What follows belongs to an exercise in optimizing a design on an open flow for small area; a production flow would make more cautious choices.
In this exercise RTL edits were held to simulation tests only and were not proved equivalent to the original.
Power figures rest on the tool's default switching activity, not on a simulated workload.

===== flow/design.v =====
module victim_writeback_buffer #(
  parameter int DEPTH   = 4,    
  parameter int ADDR_W  = 50,
  parameter int BLOCK_W = 512
) (
  input  logic                     clk,
  input  logic                     reset,
  input  logic                     evict_valid,
  input  logic [ADDR_W-1:0]        evict_addr,
  input  logic [BLOCK_W-1:0]       evict_block,
  output logic                     evict_ready,
  output logic                     mem_valid,
  output logic [ADDR_W-1:0]        mem_addr,
  output logic [BLOCK_W-1:0]       mem_block,
  input  logic                     mem_ready,
  input  logic                     snoop_en,
  input  logic [ADDR_W-1:0]        snoop_addr,
  output logic                     snoop_hit,
  output logic [BLOCK_W-1:0]       snoop_block,
  output logic [$clog2(DEPTH):0]   count,
  output logic                     full,
  output logic                     empty
);
  localparam int PTR_W = $clog2(DEPTH);
  localparam int CNT_W = PTR_W + 1;
  logic [ADDR_W-1:0]  addr_q  [DEPTH];     
  logic [BLOCK_W-1:0] block_q [DEPTH];     
  logic [DEPTH-1:0]   valid_q;             
  logic [DEPTH-1:0]   free_q;              
  logic [DEPTH-1:0]   valid_n;
  logic [PTR_W-1:0]   ord_q   [DEPTH];     
  logic [DEPTH-1:0]   ssel_q;              
  logic [DEPTH-1:0]   head_q;              
  logic               ssel3_n_q;           
  logic               head3_n_q;           
  logic               push_en, pop_en, coalesce, alloc;
  logic [DEPTH-1:0]   evict_match, snoop_match, free_oh;
  logic [PTR_W-1:0]   match_idx, free_idx;
  logic [PTR_W-1:0]   ord_m [DEPTH];
  logic [PTR_W-1:0]   ord_n [DEPTH];
  logic [CNT_W-1:0]   cnt, app_pos;
  logic [ADDR_W-1:0]  slot_addr [DEPTH];   
  always_comb begin
    cnt = '0;
    for (int i = 0; i < DEPTH; i++) cnt = cnt + CNT_W'(valid_q[i]);
  end
  assign full    = &valid_q;
  assign empty   = ~|valid_q;
  assign pop_en  = !empty && mem_ready;
  assign push_en = evict_valid && !full;
  assign alloc   = push_en && !coalesce;
  assign evict_ready = !full;
  assign mem_valid   = !empty;
  assign count       = cnt;
  assign snoop_hit   = |ssel_q;
  logic [ADDR_W-1:0]  mad_n;
  logic [BLOCK_W-1:0] mem_n, snp_n;
  vwb_aoi3 #(.W(ADDR_W)) u_mad (
    .s0(head_q[0]), .s1(head_q[1]), .s2(head_q[2]),
    .d0(addr_q[0]), .d1(addr_q[1]), .d2(addr_q[2]), .y_n(mad_n));
  vwb_aoi3 #(.W(BLOCK_W)) u_mem (
    .s0(head_q[0]),  .s1(head_q[1]),  .s2(head_q[2]),
    .d0(block_q[0]), .d1(block_q[1]), .d2(block_q[2]), .y_n(mem_n));
  vwb_aoi3 #(.W(BLOCK_W)) u_snp (
    .s0(ssel_q[0]),  .s1(ssel_q[1]),  .s2(ssel_q[2]),
    .d0(block_q[0]), .d1(block_q[1]), .d2(block_q[2]), .y_n(snp_n));
  vwb_oai21 #(.W(ADDR_W)) u_mad3 (
    .a1({ADDR_W{head3_n_q}}), .a2(addr_q[3]), .b(mad_n), .y(mem_addr));
  vwb_oai21 #(.W(BLOCK_W)) u_mem3 (
    .a1({BLOCK_W{head3_n_q}}), .a2(block_q[3]), .b(mem_n), .y(mem_block));
  vwb_oai21 #(.W(BLOCK_W)) u_snp3 (
    .a1({BLOCK_W{ssel3_n_q}}), .a2(block_q[3]), .b(snp_n), .y(snoop_block));
  always_comb begin
    for (int i = 0; i < DEPTH - 1; i++) slot_addr[i] = addr_q[i];
    slot_addr[DEPTH-1] = ~addr_q[DEPTH-1];
  end
  always_comb begin
    coalesce  = 1'b0;
    match_idx = '0;
    free_idx  = '0;
    free_oh   = '0;
    for (int i = DEPTH - 1; i >= 0; i--) begin
      evict_match[i] = push_en && valid_q[i] && (slot_addr[i] == evict_addr) &&
                       !(pop_en && head_q[i]);
      snoop_match[i] = valid_q[i] && (slot_addr[i] == snoop_addr);
      if (evict_match[i]) begin
        coalesce  = 1'b1;
        match_idx = PTR_W'(i);
      end
      if (!valid_q[i]) free_idx = PTR_W'(i);
    end
    for (int i = 0; i < DEPTH; i++) free_oh[i] = (free_idx == PTR_W'(i));
  end
  always_comb begin
    app_pos = cnt - CNT_W'(pop_en);
    for (int j = 0; j < DEPTH; j++)
      ord_m[j] = (coalesce && ord_q[j] == match_idx) ? free_idx : ord_q[j];
    for (int j = 0; j < DEPTH; j++) begin
      if (pop_en && j < DEPTH - 1) ord_n[j] = ord_m[j+1];
      else                         ord_n[j] = ord_m[j];
      if (alloc && app_pos == CNT_W'(j)) ord_n[j] = free_idx;
    end
  end
  logic [ADDR_W-1:0]  addr3_d;
  logic [BLOCK_W-1:0] block3_d;
  vwb_hold_inv #(.W(ADDR_W)) u_addr3 (
    .v(valid_q[DEPTH-1]), .q(addr_q[DEPTH-1]), .e(evict_addr), .d(addr3_d));
  vwb_hold_inv #(.W(BLOCK_W)) u_block3 (
    .v(valid_q[DEPTH-1]), .q(block_q[DEPTH-1]), .e(evict_block), .d(block3_d));
  always_ff @(posedge clk) begin
    for (int i = 0; i < DEPTH - 1; i++) begin
      addr_q[i]  <= ({ADDR_W{free_q[i]}}  & evict_addr)  | ({ADDR_W{valid_q[i]}}  & addr_q[i]);
      block_q[i] <= ({BLOCK_W{free_q[i]}} & evict_block) | ({BLOCK_W{valid_q[i]}} & block_q[i]);
    end
    addr_q[DEPTH-1]  <= addr3_d;
    block_q[DEPTH-1] <= block3_d;
  end
  always_ff @(posedge clk) begin
    for (int j = 0; j < DEPTH; j++) ord_q[j] <= ord_n[j];
    for (int i = 0; i < DEPTH; i++) head_q[i] <= (ord_n[0] == PTR_W'(i));
    head3_n_q <= (ord_n[0] != PTR_W'(DEPTH - 1));
  end
  always_comb begin
    valid_n = valid_q;
    for (int i = 0; i < DEPTH; i++) begin
      if ((pop_en && head_q[i]) || (coalesce && match_idx == PTR_W'(i)))
        valid_n[i] = 1'b0;
      if (push_en && free_oh[i])
        valid_n[i] = 1'b1;
    end
  end
  always_ff @(posedge clk) begin
    if (reset) begin
      valid_q   <= '0;
      free_q    <= '1;
      ssel_q    <= '0;
      ssel3_n_q <= 1'b1;
    end else begin
      ssel_q    <= snoop_en ? snoop_match : '0;
      ssel3_n_q <= !(snoop_en && snoop_match[DEPTH-1]);
      valid_q   <= valid_n;
      free_q    <= ~valid_n;
    end
  end
endmodule
module vwb_aoi3 #(
  parameter int W = 1
) (
  input  logic         s0, s1, s2,
  input  logic [W-1:0] d0, d1, d2,
  output logic [W-1:0] y_n
);
  assign y_n = ~(({W{s0}} & d0) | ({W{s1}} & d1) | ({W{s2}} & d2));
endmodule
module vwb_oai21 #(
  parameter int W = 1
) (
  input  logic [W-1:0] a1, a2, b,
  output logic [W-1:0] y
);
  assign y = ~((a1 | a2) & b);
endmodule
module vwb_hold_inv #(
  parameter int W = 1
) (
  input  logic         v,
  input  logic [W-1:0] q, e,
  output logic [W-1:0] d
);
  assign d = ({W{v}} & q) | ~({W{v}} | e);
endmodule

===== flow/flow/run.sh =====
#!/bin/bash
# Standard ORFS layout with two changes: port buffers use the smallest buffer
# cell, and the clock tree uses clkbuf_8 sink clusters without dummy loads.
set -euo pipefail
bash standard.sh \
  "BUFFER_PORTS_ARGS=-buffer_cell sky130_fd_sc_hd__buf_1" \
  "CTS_ARGS=-sink_clustering_enable -repair_clock_nets -dont_use_dummy_load -buf_list sky130_fd_sc_hd__clkbuf_8 -sink_clustering_size 16 -sink_clustering_max_diameter 50" \
  finish > flow_make.log 2>&1

===== flow/standard.sh =====
#!/bin/bash
# synth_recipe.tcl (not shown) runs the flow's synth.tcl, then flattens the netlist and writes it again
# the make line also repeats each setting of config.mk as NAME=value (left out here)
make -C /OpenROAD-flow-scripts/flow DESIGN_CONFIG=/design/flow/config.mk WORK_HOME=/design/flow/orfs CLKGATE_MAP_FILE= SYNTH_SCRIPT=/design/flow/synth_recipe.tcl "${@:-finish}"

===== flow/config.mk =====
export PLATFORM = sky130hd
export DESIGN_NAME = victim_writeback_buffer
export DESIGN_NICKNAME = victim_writeback_buffer
export VERILOG_FILES = /design/flow/design.v
export SDC_FILE = /design/flow/constraint.sdc
export NUM_CORES = 4
export LEC_CHECK = 0
export CAP_MARGIN = 40
export CORE_MARGIN = 2
export CORE_UTILIZATION = 40
export PLACE_DENSITY = 0.8
export SLEW_MARGIN = 40
export SYNTH_HIERARCHICAL = 1

===== flow/constraint.sdc =====
create_clock -name core_clock -period 5.0 [get_ports {clk}]
set_input_delay 1.0000 -clock core_clock [delete_from_list [all_inputs] [get_ports {clk}]]
set_output_delay 1.0000 -clock core_clock [all_outputs]
set_load 0.01 [all_outputs]

==> results of run 1 <==
## routing by layer
metal	vias to the layer above	share of wire [%]
met4	58	9.6
li1	38200	-
met1	44900	34
met5	-	0.23
met2	8726	39
met3	1730	17
## worst max-delay path, cell delays in order (launching register included)
cell,delay [ns]
dfxtp_4,0.94
buf_4,0.64
a222oi_1,0.20
o21ai_0,0.14
buf_1,0.67
## registers in the layout (all words and copies together), names as in the netlist
| signal | cells |
|---|---|
| ord_q | 8 |
| addr_q | 200 |
| free_q | 3 |
| head3_n_q | 1 |
| ssel_q | 4 |
| head_q | 4 |
| valid_q | 4 |
| block_q | 2048 |
| ssel3_n_q | 1 |
## stage by stage
| step | util, % | instances | hold slack, ns | setup WS (ns) |
|---|---|---|---|---|
| floorplan | - | 8870 | 0.436 | 1.13 |
| global placement | 43.3 | 12900 | 0.449 | 0.503 |
| detailed placement | 43.4 | 12900 | 0.456 | 0.530 |
| CTS | 44.6 | 13100 | 0.124 | 0.331 |
| global route | 44.8 | 13200 | 0.164 | 0.453 |
| finish | 44.9 | 13300 | 0.263 | 0.485 |
## report_power, final
part           internal, µW  switching, µW  total (µW)
Combinational          4970          10900       15900
Clock                  3640           6100        9740
Sequential            19900           1900       21800
Total                 28500          18900       47400
## synthesized netlist by cell type (all sizes together) (4+ instances only)
library cell / instances / area, µm²
dfxtp: 2273 / 45500
a22o: 1685 / 14800
o21ai: 1650 / 8260
a222oi: 1074 / 10800
nand2: 586 / 2200
clkbuf: 467 / 1750
buf: 448 / 4020
xor2: 206 / 1800
xnor2: 170 / 1490
nor4: 61 / 403
nand4: 53 / 338
inv: 29 / 109
nor2: 23 / 86.3
nand3: 18 / 90.1
nor3: 11 / 66.3
nor2b: 9 / 56.3
o22ai: 9 / 56.3
nand2b: 8 / 50.1
a21oi: 7 / 35.0
or4: 7 / 52.6
and2: 6 / 37.5
ha: 6 / 75.1
and3: 5 / 31.3
or2: 5 / 31.3
a221oi: 4 / 35.0
a31oi: 4 / 25.0
mux2i: 4 / 40.0
o221ai: 4 / 35.0
## layout by cell type (no fill, tap or decap), drive strengths merged, types with 53 or more instances in the layout
cell | synthesis | final
nand2 | 586 | 586
o21ai | 1650 | 1650
nand4 | 53 | 53
xor2 | 206 | 206
dfxtp | 2273 | 2273
diode | 0 | 129
a22o | 1685 | 1685
a222oi | 1074 | 1074
xnor2 | 170 | 170
clkbuf | 467 | 208
buf | 448 | 1960
nor4 | 61 | 61
## final cells by class
class                           count  area, µm²  share of cell area, %
Tap cell                         3026       3790                   3.67
Sequential cell                  2273      45600                   44.1
Inverter                           29        109                  0.105
Multi-Input combinational cell   5653      41200                   39.9
Antenna cell                      129        323                  0.313
Timing Repair Buffer             1962       9420                   9.12
Clock buffer                      206       2840                   2.75
## logic make-up (layout without fill, tap and decap cells)
group / Yosys count / count (layout) / share of synthesized area, %
AO/OA/AOI/OAI: 4465 / 4465 / 37.0
XOR/XNOR: 376 / 376 / 3.56
adder cells (fa/ha/maj): 7 / 7 / 0.103
buffers and inverters: 944 / 2197 / 6.36
flip-flops: 2273 / 2273 / 49.2
multiplexers: 7 / 7 / 0.0798
other: 0 / 129 / 0
AND/OR/NAND/NOR: 798 / 798 / 3.78
## path summary, 6_finish.rpt
check | slack (ns) | to | startpoint | depth (start not counted)
max | 0.49 | mem_block[432] | head_q[0] | 4
min | 0.26 | block_q[3][91] | evict_block[91] | 2
max reg2reg | 1.20 | head_q[3] | valid_q[0] | 13
min reg2reg | 0.47 | block_q[3][308] | block_q[3][308] | 2
==> notes.md, run 1 <==
* I/O pin count: approximately 1700
- Number of setup violations in the final report: 0
* Critical path data arrival time: 3.51 ns
- Relative to the synthesized area, the layout overhead comes to 11.5%.
* Post-detailed-routing wire length: 453000 µm
* Clock sinks: between 2000 and 2500
- Largest vdd supply drop: roughly 0.34 mV
- Post-synthesis instance area: a little over 90000 µm²
* Detailed-router iteration count before antenna repair: 15
- ANT nets after route: 0
- Mean instance size in the synthesized netlist: approximately 10 µm²
- Of all flip-flops after synthesis, the portion carrying an async set or reset was 0%.
- For the final database, setup skew stands at 0.171 ns.
* Final-report hold violation count: 0
- The floorplan step defined a die boundary enclosing roughly 240000 µm².
* Leak Pwr: around 0.037 µW
- Summed over all failing endpoints, the final setup total negative slack is 0 ns.
- The number of setup buffers added after CTS is 0.
* Sort of element at the end of the critical path: primary output
- Fmax: about 220 MHz
* Port buffer count: ~1700
* Count of yosys warnings during synthesis: 19
- Vias per Instance: 7.05
* Die height: about 490 µm
- Launching element type of the critical path: flip-flop
- Final estimated routing congestion in global placement: 1.13
- Max-slew violation count: 0
- The number of global-route vias before repair came to between 80000 and 90000.
- Largest net degree at the start of global routing: around 210
* Highest fanout seen on the critical path: 47
- Worst path required time: 4.00 ns
* CTS resizes: 0
- TritonCTS clock tree: yes
- The run finished with no timing, DRC or antenna violations.
- The final critical path takes up 90.3% of the cycle.
- Final nets: roughly 11000
- Hold repair after CTS inserted 0 buffers.
* Global routing met3 resource utilization: ~17%
* Distinct cell type count after synthesis: 66
- In this run, the number of DRC markers left after iteration 0 of detailed routing was between 20000 and 25000.
* Clock slew seen by the registers of the worst setup and hold paths: ~0.1 ns
* Crit Path Class: flip-flop to primary output
- Core area: between 200000 and 250000 µm²
- Cell area after placement: around 100000 µm²
* Reported max-cap violation count: 0
- Detail Placement HPWL: approximately 310000 µm
- Portion of the post-synthesis area used by sequential elements: 49.2%
* Routed wirelength normalized by instance count: 34.1 µm
- Leading register cell type out of synthesis: dfxtp_1
- The first global-routing pass estimated approximately 620000 µm of wire.
- Class of the most critical hold timing path: primary input to flip-flop
- Worst slew margin: 26.3%
- Horizontal die dimension: between 400 and 500 µm
- The initial antenna violation count was between 100 and 150.
- Overall Global Routing Usage: a little over a third
- Once the floorplan was initialized, standard cells occupied 40.2% of the core.
- Remaining global-route overflow: 0
* GRT busiest layer: met2
* Number of cells produced by synthesis: 8870
- Met1 Resource Use GR: 43.7%
- Skew-Pair Late Insertion Delay: slightly below 1 ns
* Setup repair after global routing missed its margin: no
- Total power for the finished layout comes to 47400 µW.
* Number of nets produced by synthesis: 9494
- Counting I/O delays and the setup requirement, the final critical path takes 4.51 ns.
* Layout cell share with drive strength beyond 1: roughly 5.1%
- Max clock buf depth: 3
- Standard-cell rows: roughly 180
- P per Cell Area: 459 nW/µm²
* Filler instances: between 20000 and 25000
* Register bit count reported by yosys: 2273
- Clock Root Buffer: clkbuf_8
* Count of flip-flops with a built-in enable after synthesis: 0
* Level count of the clock H-tree: 4
- For this run, design rule violations remaining after detail routing come to 0.
* Vias after detailed routing: 93700
- Met2 layer usage reported by global route: 47.6%
- Transition at the pin with the smallest max-transition slack: about 1.1 ns
- Total CTS buffers: approximately 210
* Post-route design area: between 100000 and 150000 µm²
==> run 2: changes to the inputs <==
--- a/flow/config.mk
+++ b/flow/config.mk
@@ -5,9 +5,9 @@
 export SDC_FILE = /design/flow/constraint.sdc
 export NUM_CORES = 4
 export LEC_CHECK = 0
-export CAP_MARGIN = 40
+export CAP_MARGIN = 30
 export CORE_MARGIN = 2
 export CORE_UTILIZATION = 40
 export PLACE_DENSITY = 0.8
-export SLEW_MARGIN = 40
+export SLEW_MARGIN = 30
 export SYNTH_HIERARCHICAL = 1
==> run 2 against run 1 <==
Critical endpoint unchanged. Sequential share of layout area grew 0.13 points. Critical path depth is the same. Synthesized cell count is the same. Critical path type unchanged. Routed wire length barely moved.
==> notes.md, run 2 <==
* Commonest non-fill, non-tap cells in the layout: dfxtp_1, buf_1, a22o_1
* Class of the most critical hold timing path: primary input to flip-flop
- Buffers inserted by post-CTS timing repair: 0
- Max FFs per register: approximately 2000
- Once detail routing completed, the nets flagged for antenna violations numbered 0.
* DR WL met2: roughly 180000 µm
- Transition at the pin with the smallest max-transition slack: ~1.4 ns
- In this run the critical register-to-register path is launched from valid_q[1].
- The worst setup path is launched from a flip-flop.
- The most used flip-flop cell after synthesis is dfxtp_1.
- STA puts the critical path data arrival time at 3.52 ns.
- After the flow finishes, the layout carries non-filler instances totaling about 13000.
- Skew-Pair Late Insertion Delay: 1.00 ns
- DR top layer: met5
- The worst setup path is of the flip-flop to primary output kind.
- CTS placed an instance of clkbuf_8 at the clock tree root.
* Overall Global Routing Usage: a little over a third
- The critical path contains buffers and inverters numbering 2 combined.
* Sort of element at the end of the critical path: primary output
- Largest register by flop count: block_q
* Metal-1 WL: roughly 160000 µm
- Reg2Reg Setup Slack: 0.96 ns
- Capture point of the worst reg-to-reg path: ord_q[1][1]
- The first global-routing pass estimated roughly 630000 µm of wire.
- In this run the biggest area consumer among cell types represents between 40% and 50% of the synthesized area.
- Detailed-router iteration count before antenna repair: 19
* Clock Power Share: roughly a fifth
* Leak Pwr: 0.0366 µW
- Worst Hold Launch: evict_block[202]
* Standard-cell rows: about 180
- Vias after detailed routing: 93700
- Count of flip-flops with a built-in enable after synthesis: 0
- Internal power consumption: 28400 µW
- Remaining global-route overflow: 0
* Switching power total: 18900 µW
- Post-route design area: about 100000 µm²
- In the post-synthesis netlist, the biggest area contributors are dfxtp_1, a22o_1, a222oi_1.
- The number of pins with negative max-slew slack in the final report was 0.
- After synthesis, flip-flops and latches occupy between 40 and 50% of the total area.
* Largest net degree at the start of global routing: between 200 and 250
- The largest registers in the layout are block_q: 2048 flops, addr_q: 200 flops, ord_q: 8 flops.
- Counting the fill cells in the layout gives around 22000.
- Clock-pin slew was measured on the worst setup and hold paths at about 0.1 ns.
* Routed wirelength normalized by instance count: about 34 µm
- The initial antenna violation count was around 150.
- Counting every instance in the synthesized netlist gives 8870.
- After clock tree synthesis, the repair step resized 0 gates.
- Period minus WS final: between 4 and 5 ns
- Leaving out fill and tap cells, the most frequent cell in the layout is dfxtp_1.
* Cell type contributing the most total cell area after synthesis: dfxtp_1
* Register bit count reported by yosys: about 2300
- During synthesis, Yosys emitted a total of 19 warnings.
- Worst path required time: roughly 4.0 ns
- In this run the cell area measured after placement is 99700 µm².
- I/O pin count: around 1700
* Fmax: 221 MHz
- P per Cell Area: 460 nW/µm²
- Layout cell share with drive strength beyond 1: between 4 and 5%
- Status: timing/DRC/antenna clean
- Mean instance size in the synthesized netlist: about 10 µm²
* Full die area: ~240000 µm²
- Area grow syn2layout: 11.2%
- Post-synthesis instance area: slightly above 90000 µm²
- Number of setup violations in the final report: 0
* Switching Fraction: approximately two fifths
- Final nets: 10700
- Largest vdd supply drop: approximately 0.37 mV
- Traced cell by cell, the critical path runs through buf_4 > a222oi_1 > o21ai_0 > buf_1.
- Via count of the first global-routing pass: 83100
- On the critical path the largest part of the delay comes from buffers and inverters.
- Input and output buffers added on the ports amount to about 1700.
* Part of the cycle the worst path needs: approximately nine tenths
- Along the worst path, the maximum fanout reaches 47.
- Maximum cell stage delay along the critical path: ~0.94 ns
* Worst Hold Depth: 2
- Worst slew margin: 8.05%
* Power share of the combinational group: between 30% and 40%
- Worst clock skew: 0.178 ns
- Per report_power, the sequential group accounts for a little under half of the total.
- Detailed placement finished with a half-perimeter wire length of roughly 310000 µm.
- Horizontal die dimension: about 490 µm
* Max clock buf depth: 3
* Vias per Instance: a little over 7
* Distinct cell type count after synthesis: 66
- Post-detailed-routing wire length: between 400000 and 500000 µm
* Hold endpoint: block_q[3][202]
* R2R depth: 14
* Initial Util: between 40% and 50%
- CTS built an H-tree with a depth of 4.
* Number of placed cells counting well taps: ~13000
* Total CTS buffers: just over 200
- In the routed design, unresolved DRC markers number 0.
- In the detailed route, the total length drawn on met3 is ~80000 µm.
* 1st-iter DRT viols: 21400
- Cell with the biggest individual delay on the critical path: dfxtp_4
- Measured along the y axis, the die boundary spans about 490 µm.
- The tool flagged a number of max-cap violations equal to 0.
- Top post-synthesis cells by count: dfxtp_1, a22o_1, o21ai_0
- Setup repair after global routing left no endpoint under its margin.
- The floorplan step defined a core boundary enclosing approximately 230000 µm².
- Leading cell type by number of instances after synthesis: dfxtp_1
- Counting every sink on the clock net gives about 2300.
* Final-report hold violation count: 0
* TritonCTS clock tree: yes
- Number of buffers inserted by hold repair at cts: 0
* Async set or reset register ratio after synthesis: 0%
* Number of nets produced by synthesis: 9494
- Final estimated routing congestion in global placement: between 1 and 1.5
- After routing, the total negative slack on setup checks comes to 0 ns.
## run 2: changes by cell type in the layout (fill, tap and decap cells not counted), sizes merged
| cell | change |
|---|---|
| diode | +14 |
| buf | -9 |
| clkbuf | -3 |
## run 2: worst max path at each step
stage | startpoint | depth (start not counted) | slack (ns) | to
final | head_q[0] | 4 | 0.48 | mem_block[432]
after global routing | valid_q[1] | 5 | 0.31 | count[1]
after CTS | valid_q[1] | 5 | 0.34 | count[1]
after detailed placement | evict_addr[7] | 12 | 0.48 | head_q[3]
after global placement | evict_addr[7] | 12 | 0.50 | head_q[3]
after floorplan | head3_n_q | 1 | 1.13 | mem_block[0]
## run 2: cell type report
cell class              count  area [µm²]  area share (%)
multi-input cells        5653       41200            40.0
diodes                    143         358           0.348
clock buffers             204        2810            2.73
well taps                3026        3790            3.68
repair buffers           1952        9120            8.86
flip-flops and latches   2273       45600            44.3
inverters                  29         109           0.106
## run 2: cell families (layout without fill, tap and decap cells)
family / after synthesis / count (layout) / share of synthesized area [%]
AND/OR/NAND/NOR: 798 / 798 / 3.78
AO/OA/AOI/OAI: 4465 / 4465 / 37.0
flip-flops: 2273 / 2273 / 49.2
XOR/XNOR: 376 / 376 / 3.56
adder cells (fa/ha/maj): 7 / 7 / 0.103
multiplexers: 7 / 7 / 0.0798
buffers and inverters: 944 / 2185 / 6.36
other: 0 / 143 / 0
## run 2: routing by layer
| layer | track usage (%) | vias up |
|---|---|---|
| li1 | - | 38300 |
| met1 | 44.3 | 44800 |
| met2 | 47.5 | 8917 |
| met3 | 16.2 | 1686 |
| met4 | 27.6 | 56 |
| met5 | 0.551 | - |
## run 2: power groups by stage
stage	Sequential [µW]	Clock [µW]	Combinational (µW)
after floorplan	21500	0	8730
after global placement	22100	0	14800
after detailed placement	22100	0	15000
after CTS	21700	9690	15000
after global routing	22000	10300	16000
final	21800	9740	15800
## run 2: metrics by stage
stage          utilization, %  total power (µW)  hold slack [ns]  worst slack (ns)
6_report                 44.7             47300            0.263             0.476
5_1_grt                  44.7             48300            0.178             0.308
4_1_cts                  44.5             46400            0.142             0.343
3_5_place_dp             43.3             37000            0.456             0.484
3_3_place_gp             43.3             36900            0.449             0.503
2_1_floorplan               -             30300            0.436              1.13

[port drivers added, routing unchanged]
Ports are ideal in the flow. The routed layouts listed here were re-timed in OpenROAD.
Step 1, drivers: a clkbuf_16 drives clk and a buf_2 each remaining input, both assumed.
Step 2, shift: input delay + t, output delay - t, t = (earliest + latest rising clock arrival at the registers) / 2. This alone moves slack from input paths to output paths.
Three values: ideal, step 1, step 2; two values: the first two.
run | t (ns) | setup slack, ns | worst setup path after step 2 | worst register clock-pin slew, ns
run 1 | 1.007 | 0.485 / 0.391 / 0.195 | input to register | 0.11 / 0.11
run 2 | 0.998 | 0.476 / 0.378 / 0.234 | input to register | 0.11 / 0.11
After both steps setup and hold are still met in every run listed. For run 1, which loses most, drivers alone change the setup slack by -0.094 ns; drivers and shift together by -0.290 ns.
